From an optimization exercise on the open Yosys and OpenROAD flow, aimed at small area; shortcuts taken in it are not production practice. The RTL was checked by simulation tests, not by an equivalence proof against the original design. Power is estimated from default activity; no workload was simulated.

`flow/design.v`:
```
package home_inventory_event_engine_pkg;
  localparam int DEF_NCH        = 8;
  localparam int DEF_SW         = 32;
  localparam int DEF_TSW        = 32;
  localparam int DEF_CW         = 16;
  localparam int DEF_FIFO_DEPTH = 16;
  localparam int DROP_CNT_W     = 16;
  localparam int REC_TS_LSB = 0;
  typedef enum logic {
    CH_ARMED = 1'b0,
    CH_FIRED = 1'b1
  } ch_state_e;
endpackage
import home_inventory_event_engine_pkg::*;
module home_inventory_evt_fifo
#(
  parameter int W     = 40,
  parameter int DEPTH = 16
) (
  input  logic                    clk,
  input  logic                    rst,
  input  logic                    i_push,
  input  logic [W-1:0]            i_data,
  output logic                    o_valid,
  input  logic                    i_ready,
  output logic [W-1:0]            o_data,
  output logic [$clog2(DEPTH):0]  o_level,
  output logic                    o_overflow,
  output logic [DROP_CNT_W-1:0]   o_drop_count,
  input  logic                    i_ovf_clr
);
  localparam int AW = $clog2(DEPTH);
  logic [W-1:0]            r_mem [DEPTH];
  logic [AW:0]             r_wr_ptr;
  logic [AW:0]             r_rd_ptr;
  logic                    r_overflow;
  logic [DROP_CNT_W-1:0]   r_drop_cnt;
  logic [AW:0]             w_level;
  logic                    w_full;
  logic                    w_valid;
  logic                    w_pop;
  logic                    w_wr;
  logic                    w_drop;
  assign w_level = r_wr_ptr - r_rd_ptr;
  assign w_full  = (w_level == (AW+1)'(DEPTH));
  assign w_valid = (w_level != '0);
  assign w_pop   = w_valid & i_ready;
  assign w_wr    = i_push & (~w_full | w_pop);
  assign w_drop  = i_push & w_full & ~w_pop;
  always_ff @(posedge clk) begin
    if (w_wr) begin
      r_mem[r_wr_ptr[AW-1:0]] <= i_data;
    end
  end
  always_ff @(posedge clk) begin
    if (rst) begin
      r_wr_ptr   <= '0;
      r_rd_ptr   <= '0;
      r_overflow <= 1'b0;
      r_drop_cnt <= '0;
    end else begin
      if (w_wr) begin
        r_wr_ptr <= r_wr_ptr + 1'b1;
      end
      if (w_pop) begin
        r_rd_ptr <= r_rd_ptr + 1'b1;
      end
      if (w_drop) begin
        r_overflow <= 1'b1;
        if (i_ovf_clr) begin
          r_drop_cnt <= DROP_CNT_W'(1);
        end else if (r_drop_cnt != '1) begin
          r_drop_cnt <= r_drop_cnt + 1'b1;
        end
      end else if (i_ovf_clr) begin
        r_overflow <= 1'b0;
        r_drop_cnt <= '0;
      end
    end
  end
  assign o_valid      = w_valid;
  assign o_data       = w_valid ? r_mem[r_rd_ptr[AW-1:0]] : '0;
  assign o_level      = w_level;
  assign o_overflow   = r_overflow;
  assign o_drop_count = r_drop_cnt;
endmodule
import home_inventory_event_engine_pkg::*;
module home_inventory_event_engine
#(
  parameter int NCH        = DEF_NCH,
  parameter int SW         = DEF_SW,
  parameter int TSW        = DEF_TSW,
  parameter int CW         = DEF_CW,
  parameter int FIFO_DEPTH = DEF_FIFO_DEPTH
) (
  input  logic                           clk,
  input  logic                           rst,
  input  logic                           sample_valid,
  input  logic [TSW-1:0]                 ts_now,
  input  logic [NCH-1:0]                 evt_en,
  input  logic [NCH-1:0]                 edge_mode,
  input  logic [NCH*SW-1:0]              thresh_flat,
  input  logic [NCH*SW-1:0]              hyst_flat,
  input  logic [NCH*SW-1:0]              sample_flat,
  input  logic [NCH-1:0]                 clr_counts,
  output logic [NCH*CW-1:0]              evt_count_flat,
  output logic [NCH*TSW-1:0]             last_delta_flat,
  output logic [NCH*TSW-1:0]             last_ts_ch_flat,
  output logic [TSW-1:0]                 last_ts,
  output logic                           rd_valid,
  input  logic                           rd_ready,
  output logic [NCH-1:0]                 rd_mask,
  output logic [TSW-1:0]                 rd_ts,
  output logic [$clog2(FIFO_DEPTH):0]    fifo_level,
  output logic                           fifo_overflow,
  output logic [DROP_CNT_W-1:0]          drop_count,
  input  logic                           ovf_clr
);
  localparam int REC_W    = NCH + TSW;
  localparam int MASK_LSB = REC_TS_LSB + TSW;
  logic [NCH-1:0]   w_hit_mask;
  logic [TSW-1:0]   r_last_ts;
  logic [REC_W-1:0] w_push_rec;
  logic [REC_W-1:0] w_head_rec;
  logic             w_push;
  genvar gi;
  for (gi = 0; gi < NCH; gi = gi + 1) begin : g_ch
    home_inventory_event_engine_pkg::ch_state_e       r_state;
    home_inventory_event_engine_pkg::ch_state_e       w_state_nxt;
    home_inventory_event_engine_pkg::ch_state_e       w_state_eff;
    logic            r_en_d;
    logic            r_rise_pend;
    logic            r_seen;
    logic [CW-1:0]   r_count;
    logic [TSW-1:0]  r_last_ts_ch;
    logic [TSW-1:0]  r_last_delta;
    logic [SW-1:0]   w_sample;
    logic [SW-1:0]   w_thresh;
    logic [SW-1:0]   w_hyst;
    logic [SW-1:0]   w_rearm;
    logic            w_en;
    logic            w_rise;
    logic            w_over;
    logic            w_hit;
    logic            w_seen_eff;
    logic [TSW-1:0]  w_last_ts_eff;
    assign w_sample = sample_flat[gi*SW +: SW];
    assign w_thresh = thresh_flat[gi*SW +: SW];
    assign w_hyst   = hyst_flat[gi*SW +: SW];
    assign w_en     = evt_en[gi];
    assign w_over   = (w_sample >= w_thresh);
    assign w_rearm  = (w_thresh > w_hyst) ? (w_thresh - w_hyst) : '0;
    assign w_rise        = w_en & (r_rise_pend | ~r_en_d);
    assign w_seen_eff    = r_seen & ~w_rise;
    assign w_last_ts_eff = w_rise ? '0 : r_last_ts_ch;
    always_comb begin
      w_state_eff = r_state;
      w_state_nxt = r_state;
      w_hit       = 1'b0;
      if (!w_en || !edge_mode[gi]) begin
        w_state_nxt = CH_ARMED;
      end
      if (w_en && sample_valid) begin
        if (w_rise) begin
          w_state_eff = CH_ARMED;
        end
        if (!edge_mode[gi]) begin
          w_hit = w_over;
        end else begin
          case (w_state_eff)
            CH_ARMED: begin
              w_hit       = w_over;
              w_state_nxt = w_over ? CH_FIRED : CH_ARMED;
            end
            CH_FIRED: begin
              w_state_nxt = (w_sample < w_rearm) ? CH_ARMED : CH_FIRED;
            end
            default: w_state_nxt = CH_ARMED;
          endcase
        end
      end
    end
    always_ff @(posedge clk) begin
      if (rst) begin
        r_state      <= CH_ARMED;
        r_en_d       <= 1'b0;
        r_rise_pend  <= 1'b0;
        r_seen       <= 1'b0;
        r_count      <= '0;
        r_last_ts_ch <= '0;
        r_last_delta <= '0;
      end else begin
        r_state     <= w_state_nxt;
        r_en_d      <= w_en;
        r_rise_pend <= w_rise & ~sample_valid;
        if (sample_valid && w_rise) begin
          r_seen       <= 1'b0;
          r_last_ts_ch <= '0;
          r_last_delta <= '0;
        end
        if (w_hit) begin
          r_last_delta <= w_seen_eff ? (ts_now - w_last_ts_eff) : '0;
          r_last_ts_ch <= ts_now;
          r_seen       <= 1'b1;
        end
        if (clr_counts[gi]) begin
          r_count <= w_hit ? CW'(1) : '0;
        end else if (w_hit && (r_count != '1)) begin
          r_count <= r_count + CW'(1);
        end
      end
    end
    assign w_hit_mask[gi]                 = w_hit;
    assign evt_count_flat[gi*CW +: CW]    = r_count;
    assign last_delta_flat[gi*TSW +: TSW] = r_last_delta;
    assign last_ts_ch_flat[gi*TSW +: TSW] = r_last_ts_ch;
  end
  always_ff @(posedge clk) begin
    if (rst) begin
      r_last_ts <= '0;
    end else if (|w_hit_mask) begin
      r_last_ts <= ts_now;
    end
  end
  assign last_ts = r_last_ts;
  assign w_push = sample_valid & (|w_hit_mask);
  always_comb begin
    w_push_rec                         = '0;
    w_push_rec[MASK_LSB +: NCH]        = w_hit_mask;
    w_push_rec[REC_TS_LSB +: TSW]      = ts_now;
  end
  home_inventory_evt_fifo #(
    .W     (REC_W),
    .DEPTH (FIFO_DEPTH)
  ) u_evt_fifo (
    .clk          (clk),
    .rst          (rst),
    .i_push       (w_push),
    .i_data       (w_push_rec),
    .o_valid      (rd_valid),
    .i_ready      (rd_ready),
    .o_data       (w_head_rec),
    .o_level      (fifo_level),
    .o_overflow   (fifo_overflow),
    .o_drop_count (drop_count),
    .i_ovf_clr    (ovf_clr)
  );
  assign rd_mask = w_head_rec[MASK_LSB +: NCH];
  assign rd_ts   = w_head_rec[REC_TS_LSB +: TSW];
endmodule
```
`flow/config.mk`:
```
export PLATFORM = sky130hd
export DESIGN_NAME = home_inventory_event_engine
export DESIGN_NICKNAME = home_inventory_event_engine
export VERILOG_FILES = /design/flow/design.v
export SDC_FILE = /design/flow/constraint.sdc
export NUM_CORES = 4
export LEC_CHECK = 0
export CAP_MARGIN = 20
export CORE_MARGIN = 2
export CORE_UTILIZATION = 40
export SLEW_MARGIN = 20
```
`flow/constraint.sdc`:
```
create_clock -name core_clock -period 8.0 [get_ports {clk}]
set_input_delay 1.6000 -clock core_clock [delete_from_list [all_inputs] [get_ports {clk}]]
set_output_delay 1.6000 -clock core_clock [all_outputs]
set_load 0.01 [all_outputs]
```
`flow/run.sh`:
```
#!/bin/bash
# synth_recipe.tcl (not shown) runs the flow's synth.tcl, then flattens the netlist and writes it again
# the make line also repeats each setting of config.mk as NAME=value (left out here)
make -C /OpenROAD-flow-scripts/flow DESIGN_CONFIG=/design/flow/config.mk WORK_HOME=/design/flow/orfs CLKGATE_MAP_FILE= SYNTH_SCRIPT=/design/flow/synth_recipe.tcl finish
```
==> results.txt <==
metal layers:
layer / wire [um] / share of wire
met1: 188800 / 0.38
met4: 33200 / 0.066
met5: 1133 / 0.0023
met3: 76570 / 0.15
met2: 202800 / 0.40
power by group:
| group | switching, mW | internal, mW |
|---|---|---|
| clock network | 3.27 | 4.25 |
| logic | 3.91 | 3.02 |
| registers | 0.159 | 7.63 |
| total | 7.34 | 14.9 |
cells in the mapped netlist (16+ instances only):
cell,count
a2111oi_0,17
a211o_1,25
a211oi_1,47
a21boi_0,17
a21o_1,374
a21oi_1,650
a22o_1,31
a22oi_1,405
a31o_2,19
a31oi_1,63
and2_1,47
and3_1,87
and4_1,26
buf_1,30
clkbuf_1,330
dfxtp_1,735
edfxtp_1,640
fa_1,17
ha_1,1026
inv_1,702
mux2i_1,18
mux4_2,200
nand2_1,921
nand2b_1,87
nand3_1,225
nand4_1,146
nor2_1,883
nor2b_1,154
nor3_1,111
nor3b_1,21
nor4_1,35
o211ai_1,38
o21a_1,88
o21ai_0,333
o21bai_1,50
o31ai_1,20
or2_2,31
or3_1,63
or4_1,16
xnor2_1,332
xor2_1,184
cell families after synthesis:
group,count (synthesis),synth area share
AO/OA/AOI/OAI,2359,0.1745
XOR/XNOR,516,0.05064
adder cells (fa/ha/maj),1043,0.1477
buffers and inverters,1070,0.04510
flip-flops,1375,0.3802
multiplexers,220,0.05275
AND/OR/NAND/NOR,2885,0.1491
area by class of cell:
type	count	area share
Multi-Input combinational cell	7023	0.4511
Sequential cell	1375	0.2965
Timing Repair Buffer	1695	0.1458
Clock buffer	196	0.03578
Tap cell	2975	0.03252
Inverter	703	0.02305
Clock inverter	80	0.01077
Antenna cell	206	0.004504
registers in the layout, summed over array words and instances, names as in the netlist, named ones only:
name and cells:
g_ch.r_seen 8, u_evt_fifo.r_rd_ptr 5, g_ch.r_en_d 8, u_evt_fifo.r_drop_cnt 16, u_evt_fifo.r_mem 640, g_ch.r_last_ts_ch 256
u_evt_fifo.r_wr_ptr 5, g_ch.r_state 8, g_ch.r_rise_pend 8, u_evt_fifo.r_overflow 1, g_ch.r_last_delta 256, g_ch.r_count 128
r_last_ts 32
stage by stage:
| stage | instances | hold WS, ps | area, um^2 | setup WS, ps |
|---|---|---|---|---|
| after floorplan | 9468 | 431.9 | 89240 | 1550 |
| after global placement | 13770 | 438.4 | 108600 | 573.6 |
| after detailed placement | 13770 | 444.6 | 108600 | 546.6 |
| after CTS | 14050 | 452.5 | 113900 | 1289 |
| after global routing | 14100 | 473.6 | 114100 | 734.5 |
| final | 14250 | 451.7 | 114500 | 1156 |
path summary, 6_finish.rpt:
check                   start                  endpoint  slack, ps
min reg2reg     r_last_ts[17]             r_last_ts[17]        450
max          thresh_flat[160]           g_ch[5].r_state       1160
min             r_last_ts[17]             r_last_ts[17]        450
max reg2reg    g_ch[4].r_en_d  g_ch[4].r_last_delta[31]       3100
worst register-to-register path, cell delays in order (launching register included):
cell and delay [ps]:
dfxtp_1 310, inv_1 60, o21ai_4 840, nand2_1 300
ha_1 340, nor2b_1 140, o31a_1 270, o31a_1 290
a41oi_1 300, nand3_1 170, a221oi_1 660, o31a_1 240
a21oi_1 110, a31oi_1 370, xnor2_1 120, a22o_1 210
==> results by group <==
Run status
  • Outcome: finished clean

Layout
  • Final #Nets: 12820
  • Core Util, Final: 0.5154
  • Fillers: 20440
  • Multi-input logic area: 51630 um^2
  • Most frequent cells in the layout: 1529 x clkdlybuf4s50_1, 1026 x ha_1, 919 x nand2_1
  • Synth-to-Final Area Change: 28.26%
  • Most common cell after layout, fill and taps aside: clkdlybuf4s50_1
  • Storage cell area: 33940 um^2
  • Layout cells sized above 1: 0.06611

Clock network
  • H-tree depth: 4
  • Total CTS buffers: 149
  • CTS tree: yes
  • Skew-Pair Late Insertion Delay: 860 ps
  • Hold_buf cts: 0
  • Clock slew at reported path FFs: 60 ps
  • Clock Tree Root: clkbuf_16
  • # clock sinks: 1375
  • Post-CTS setup buffer count: 0
  • Clock buffer depth: 3
  • Post-cts sizing count: 0

Route
  • Drt pass-1 iters: 6
  • Initial DRC Count: 11800
  • Final Routed Wirelength: 502400 um
  • Vias per cell: 6.038
  • Via count: 86070
  • DRC: 0
  • Post-route ant nets: 0
  • DR WL/cell: 35.25 um

Synthesis
  • Netlist cell types: 89
  • Post-synth top area cell: edfxtp_1
  • Async S/R FF share, synth: 0
  • Synth Flop Type: dfxtp_1
  • Mapped Avg Cell Area: 9.425 um^2
  • Top cell type's share of synthesized area: 0.2154
  • Synth Register Bits: 1375
  • Post-synth EDFFs: 640
  • Seq/Total Area, Yosys: 0.3802
  • Mapped Area: 89240 um^2
  • Mapped Cells: 9468
  • Syn_nets: 11340
  • Yosys warnings: 2
  • Synth top area cells: edfxtp_1 22%, dfxtp_1 16%, ha_1 14%, mux4_2 5.0%, nand2_1 3.9%

Place
  • I/O Buffers: 1563
  • Gpl congestion: 1.099
  • DP HPWL: 410700 um

Die
  • Placeable core area: 222100 um^2
  • Starting density of the core: 0.4018
  • Row Count: 173
  • Die width: 476.3 um
  • Ports: 1564
  • Die ar.: 226900 um^2
  • Die Y: 476.3 um

Hold path
  • Hold Path Class: reg2reg
  • Hold Path Depth: 2

Global route
  • Antenna violations before repair: 348
  • Grt peak-use layer: met2
  • First-pass GRT wire length: 671300 um
  • Number of global-route vias before repair: 79720
  • M3 GR Usage: 0.2074
  • Pin count of the biggest net entering global routing: 147
  • GRT Total Usage: 0.4268
  • GR Util met1: 0.5283
  • GRT overflow: 0
  • Met2 GRT Util: 0.6016

Power
  • Power Total: 22.24 mW
  • Maximum VDD drop: 0.0002484 V
  • Pwr Density: 194.3 nW/um^2
  • Leak Pwr: 44.75 nW

STA
  • Final Critical Period: 6844 ps
  • Fin. Hold Viols: 0
  • Worst Tran Pin Value: 1178 ps
  • Tcrit/Tclk final: 0.8555
  • RSZ-0062 raised after global routing: no
  • Final Max Slew Viols: 0
  • Final setup violation count: 0
  • Relative slew slack: 0.2147
  • Clock Skew: 98.16 ps
  • Max frequency: 0.1461 GHz
  • Final TNS setup: 0 ps

Critical path
  • Crit Path Class: in2reg
  • CP Capture Type: register
  • CP Max Fanout: 5
  • Startpoint types: primary input
  • Worst path most repeated cell: a21oi_1
  • Slowest stage cell, crit path: or4b_1
  • WP buf/inv: 3
  • Critical Path RT: 8700 ps
  • Reg2reg path depth: 15
  • CP top delay family: compound AO/OA/AOI/OAI gates
  • Worst EP arrival: 7550 ps
  • Slowest stage delay, CP: 450 ps
  • WP depth: 26

Flow run
  • Max-cap violations: 0

-- separate check: timing with driven ports --
How much do the figures lean on ideal ports? The routed layout below was timed once more, with nothing changed but the port constraints. Step 1 assumes that a clkbuf_16 drives the clock port and a buf_2 every other input. Step 2 also shifts input and output timing later by t, the mid clock arrival at the registers, as if the neighbouring blocks saw the same clock. Slacks: no drivers / after step 1 / after step 2; pairs: no drivers / after step 1.
t, ns: 0.887
setup WS [ns]: 1.156 / 1.090 / 0.202
clock arrival spread, ns: 0.103 / 0.103
worst slew at a driven data input, ns: 0.55
After both steps setup and hold are still met in this run. For this run, drivers alone change the setup slack by -0.066 ns; drivers and shift together by -0.954 ns.
